This is an optimization exercise on Yosys and OpenROAD, whose aim is a short achievable clock period and few clock cycles per item, not a production implementation. Only simulation tests tie the RTL to the original design; equivalence was not proved. The clock port is modelled as an ideal driver; clocking choices that lean on that would not hold on a real chip. Power is estimated from default activity; no workload was simulated.

// gray_vertical_census_bank
module gray_vertical_census_bank (
  input  logic          clk,
  input  logic          reset,
  input  logic [127:0]  in_pixels,
  input  logic [7:0]    in_info,
  input  logic          in_valid,
  output logic          in_ready,
  input  logic          cfg_mode,
  input  logic [7:0]    cfg_threshold,
  output logic [31:0]   out_bits,
  output logic [7:0]    out_info,
  output logic          out_border,
  output logic          out_last,
  output logic          out_valid,
  input  logic          out_ready
);
Size: roughly 13,000 cells after synthesis, roughly 5,000 flip-flops, ~190,000 um^2 of cells after synthesis.
==> flow/config.mk <==
export PLATFORM = sky130hd
export DESIGN_NAME = gray_vertical_census_bank
export DESIGN_NICKNAME = gray_vertical_census_bank
export VERILOG_FILES = /design/flow/design.v
export SDC_FILE = /design/flow/constraint.sdc
export NUM_CORES = 4
export LEC_CHECK = 0
export ABC_CLOCK_PERIOD_IN_PS = 2000
export CAP_MARGIN = 20
export CORE_MARGIN = 2
export CORE_UTILIZATION = 55
export PLACE_DENSITY = 0.65
export SETUP_SLACK_MARGIN = 3.2
export SLEW_MARGIN = 20
==> flow/constraint.sdc <==
create_clock -name core_clock -period 5.2 [get_ports {clk}]
set_input_delay 1.0400 -clock core_clock [delete_from_list [all_inputs] [get_ports {clk}]]
set_output_delay 1.0400 -clock core_clock [all_outputs]
set_load 0.01 [all_outputs]
standard.sh (not shown) runs the stock make flow with config.mk's settings and CLKGATE_MAP_FILE= SYNTH_SCRIPT=/design/flow/synth_recipe.tcl, a recipe that flattens the netlist after the stock synthesis.
==> flow/flow/run.sh <==
#!/bin/bash
# Standard ORFS layout with two changes:
#  - after placement (flow/io_snap.tcl), each output port's buffer is put next to its
#    pin and the flip-flop driving it next to the buffer;
#  - after CTS (flow/clk_inv.tcl), the top of the clock tree is reshaped: the root
#    buffer is removed, so the clock port drives the four first-level clock buffers
#    directly, the first two buffer levels become inverters (inv_16) and the leaf
#    buffers buf_12. Every register keeps the same number and kind of clock cells.
#    Full and half adder cells start one drive size up before timing repair.
set -euo pipefail
work=$(pwd)
res=$work/orfs/results/$FLOW_PLATFORM/gray_vertical_census_bank/base
export PLATFORM_DIR=$FLOW_HOME/platforms/$FLOW_PLATFORM

bash standard.sh place > log_1_standard_to_place.log 2>&1

IN_ODB=$res/3_place.odb IN_SDC=$res/3_place.sdc OUT_ODB=$res/3_place_snapped.odb \
  openroad -threads ${NUM_CORES:-4} -exit flow/io_snap.tcl > log_2_io_snap.log 2>&1
cp $res/3_place_snapped.odb $res/3_place.odb
touch $res/3_place.sdc

bash standard.sh cts > log_3_standard_cts.log 2>&1

IN_ODB=$res/4_cts.odb IN_SDC=$res/4_cts.sdc OUT_ODB=$res/4_cts_reshaped.odb REPAIR_MARGIN=${REPAIR_MARGIN:-3.2} CLK_LEAF=sky130_fd_sc_hd__buf_12 ADDER_UPSIZE=1 \
  openroad -threads ${NUM_CORES:-4} -exit flow/clk_inv.tcl > log_4_clk_inv.log 2>&1
cp $res/4_cts_reshaped.odb $res/4_cts.odb
touch $res/4_cts.sdc

bash standard.sh finish > log_5_standard_finish.log 2>&1
==> flow/flow/clk_inv.tcl <==
# Reshape the top of the clock tree that CTS built:
#  2. turn the first two buffer levels below the port into inverters (CLK_INV), which are
#     faster than the two-stage clock buffers; the two inversions cancel, so every
#     register still sees the true clock, and every register's path keeps the same
#     number and kind of cells, so the tree stays balanced;
#  3. optionally give the leaf buffers another buffer cell (CLK_LEAF);
#  4. optionally (ADDER_UPSIZE) start full / half adder cells one drive size up.
# Then repair setup timing with margin REPAIR_MARGIN (ns) if set.
# Reads IN_ODB/IN_SDC, writes OUT_ODB.
set pf $::env(PLATFORM_DIR)
read_liberty $pf/lib/sky130_fd_sc_hd__tt_025C_1v80.lib
read_db $::env(IN_ODB)
read_sdc $::env(IN_SDC)
source $pf/setRC.tcl
# the platform's don't-use cells (DONT_USE_CELLS in its config.mk)
set_dont_use [get_lib_cells {sky130_fd_sc_hd__probe_p_8 sky130_fd_sc_hd__probec_p_8 sky130_fd_sc_hd__lpflow_*}]
set_propagated_clock [all_clocks]

set INV [expr {[info exists ::env(CLK_INV)] ? $::env(CLK_INV) : "sky130_fd_sc_hd__inv_16"}]
set INV_LEVELS [expr {[info exists ::env(CLK_INV_LEVELS)] ? $::env(CLK_INV_LEVELS) : 2}]

set db [ord::get_db]
set block [ord::get_db_block]
set pnet [[$block findBTerm clk] getNet]

proc out_net {inst} {
  foreach it [$inst getITerms] {
    if {[$it isOutputSignal]} { return [$it getNet] }
  }
  return ""
}
proc is_clkbuf {inst} {
  return [string match "sky130_fd_sc_hd__clkbuf*" [[$inst getMaster] getName]]
}
proc loads {net} {
  set r {}
  foreach it [$net getITerms] {
    if {![$it isOutputSignal]} { lappend r $it }
  }
  return $r
}

estimate_parasitics -placement
puts "before:"
report_clock_latency

# 1. root buffer
set l [loads $pnet]
if {[llength $l] == 1 && [is_clkbuf [[lindex $l 0] getInst]]} {
  set root [[lindex $l 0] getInst]
  set onet [out_net $root]
  set sinks [loads $onet]
  if {[llength $sinks] <= 4} {
    foreach it $sinks { $it disconnect; $it connect $pnet }
    foreach it [$root getITerms] { $it disconnect }
    odb::dbInst_destroy $root
    odb::dbNet_destroy $onet
    puts "removed root buffer, port drives [llength $sinks] pins"
  }
}

# 2. levels: buffers at depth 1..INV_LEVELS below the port that drive only clock buffers
set levels {}
set frontier [list $pnet]
set ok 1
for {set d 1} {$d <= $INV_LEVELS} {incr d} {
  set insts {}
  set next {}
  foreach net $frontier {
    foreach it [loads $net] {
      set inst [$it getInst]
      set on [out_net $inst]
      # CTS's dummy loads drive nothing: they only add capacitance
      if {$on eq "" || $on eq "NULL"} { continue }
      if {![is_clkbuf $inst]} { set ok 0; continue }
      lappend insts $inst
      foreach it2 [loads $on] {
        set i2 [$it2 getInst]
        set o2 [out_net $i2]
        if {($o2 ne "" && $o2 ne "NULL") && ![is_clkbuf $i2]} { set ok 0 }
        if {($o2 eq "" || $o2 eq "NULL") && [$i2 isBlock] == 0 && ![string match "clkload*" [$i2 getName]]} { set ok 0 }
      }
      lappend next $on
    }
  }
  lappend levels $insts
  set frontier $next
}
if {$INV_LEVELS % 2 != 0} { set ok 0 }
puts "inverter levels: [lmap x $levels {llength $x}], ok=$ok"
if {$ok} {
  set n 0
  set li 0
  foreach insts $levels {
    # CLK_INV: one inverter cell, or one per level
    set inv [$db findMaster [lindex $INV [expr {min($li, [llength $INV] - 1)}]]]
    incr li
    foreach inst $insts {
      set in_net [[$inst findITerm A] getNet]
      set on [out_net $inst]
      lassign [$inst getLocation] x y
      set name [$inst getName]
      foreach it [$inst getITerms] { $it disconnect }
      odb::dbInst_destroy $inst
      set ni [odb::dbInst_create $block $inv "${name}_inv"]
      $ni setLocation $x $y
      $ni setPlacementStatus PLACED
      [$ni findITerm A] connect $in_net
      [$ni findITerm Y] connect $on
      incr n
    }
  }
  puts "replaced $n clock buffers with $INV"
  # optionally swap the leaf buffers (the next level) for another buffer cell
  if {[info exists ::env(CLK_LEAF)]} {
    set lm [$db findMaster $::env(CLK_LEAF)]
    set nl 0
    foreach net $frontier {
      foreach it [loads $net] {
        set inst [$it getInst]
        set on [out_net $inst]
        if {$on eq "" || $on eq "NULL"} { continue }
        if {[is_clkbuf $inst]} { $inst swapMaster $lm; incr nl }
      }
    }
    puts "swapped $nl leaf buffers to $::env(CLK_LEAF)"
  }
  detailed_placement
  check_placement -verbose
}
estimate_parasitics -placement
puts "after:"
report_clock_latency
set worst 0
foreach r [all_registers -clock_pins] { set s [get_property $r slew_max] ; if {$s > $worst} {set worst $s} }
puts "max register clock pin slew $worst"

# Yosys maps the adders' full and half adder cells at their smallest drive; start
# them one size up before repairing timing.
if {[info exists ::env(ADDER_UPSIZE)]} {
  set nu 0
  foreach {from to} {sky130_fd_sc_hd__fa_1 sky130_fd_sc_hd__fa_2 sky130_fd_sc_hd__ha_1 sky130_fd_sc_hd__ha_2} {
    set tm [$db findMaster $to]
    foreach inst [$block getInsts] {
      if {[[$inst getMaster] getName] eq $from} { $inst swapMaster $tm; incr nu }
    }
  }
  puts "upsized $nu adder cells"
  detailed_placement
  check_placement -verbose
  estimate_parasitics -placement
  report_worst_slack -max
}

if {[info exists ::env(REPAIR_MARGIN)]} {
  repair_timing -setup -setup_margin $::env(REPAIR_MARGIN) -repair_tns 100 -verbose
  detailed_placement
  check_placement -verbose
  estimate_parasitics -placement
}
report_worst_slack -max
report_worst_slack -min
global_connect
if {[info exists ::env(OUT_ODB)]} { write_db $::env(OUT_ODB) }
Other scripts of this flow, unchanged in this note and not shown: flow/flow/io_snap.tcl
The baseline finished clean.
Testbench counts at the start, summed over its fixed seeds: cycles 11,592, items 11,520.
Edit:
--- a/flow/flow/run.sh
+++ b/flow/flow/run.sh
@@ -8,3 +8,2 @@
 #    buffers buf_12. Every register keeps the same number and kind of clock cells.
-#    Full and half adder cells start one drive size up before timing repair.
 set -euo pipefail
@@ -23,3 +22,3 @@
 
-IN_ODB=$res/4_cts.odb IN_SDC=$res/4_cts.sdc OUT_ODB=$res/4_cts_reshaped.odb REPAIR_MARGIN=${REPAIR_MARGIN:-3.2} CLK_LEAF=sky130_fd_sc_hd__buf_12 ADDER_UPSIZE=1 \
+IN_ODB=$res/4_cts.odb IN_SDC=$res/4_cts.sdc OUT_ODB=$res/4_cts_reshaped.odb REPAIR_MARGIN=${REPAIR_MARGIN:-3.2} CLK_LEAF=sky130_fd_sc_hd__buf_12 \
   openroad -threads ${NUM_CORES:-4} -exit flow/clk_inv.tcl > log_4_clk_inv.log 2>&1
--- a/flow/flow/clk_inv.tcl
+++ b/flow/flow/clk_inv.tcl
@@ -5,4 +5,3 @@
 #     number and kind of cells, so the tree stays balanced;
-#  3. optionally give the leaf buffers another buffer cell (CLK_LEAF);
-#  4. optionally (ADDER_UPSIZE) start full / half adder cells one drive size up.
+#  3. optionally give the leaf buffers another buffer cell (CLK_LEAF).
 # Then repair setup timing with margin REPAIR_MARGIN (ns) if set.
@@ -137,19 +136,2 @@
 
-# Yosys maps the adders' full and half adder cells at their smallest drive; start
-# them one size up before repairing timing.
-if {[info exists ::env(ADDER_UPSIZE)]} {
-  set nu 0
-  foreach {from to} {sky130_fd_sc_hd__fa_1 sky130_fd_sc_hd__fa_2 sky130_fd_sc_hd__ha_1 sky130_fd_sc_hd__ha_2} {
-    set tm [$db findMaster $to]
-    foreach inst [$block getInsts] {
-      if {[[$inst getMaster] getName] eq $from} { $inst swapMaster $tm; incr nu }
-    }
-  }
-  puts "upsized $nu adder cells"
-  detailed_placement
-  check_placement -verbose
-  estimate_parasitics -placement
-  report_worst_slack -max
-}
-
 if {[info exists ::env(REPAIR_MARGIN)]} {
Via count came out lower by 0.43%.
Setup slack hardly moves.
Routed wire length drops by 1.1%.
Clock power is about the same.

==> re-timing with driven ports <==
Ports are ideal in the flow. The routed layouts listed here were re-timed in OpenROAD. Step 1: set_driving_cell puts a clkbuf_16 on clk and a buf_2 on each other input, an assumption about the parent block. Step 2, shift: input delay + t, output delay - t, t = (earliest + latest rising clock arrival at the registers) / 2. This alone moves slack from input paths to output paths. a / b / c = no drivers / after step 1 / after step 2; a / b = the first two.
run	shift t [ns]	setup WS [ns]	worst setup path at the end	slew at the worst register clock pin (ns)	pins driven straight from the clock port
the first run	0.878	3.120 / 2.811 / 2.568	input to register	0.07 / 0.07	4
the second run	0.878	3.123 / 2.812 / 2.582	input to register	0.07 / 0.07	4
After both steps every run listed still meets setup and hold. For the first run, which loses most, drivers alone change the setup slack by -0.309 ns; drivers and shift together by -0.552 ns.
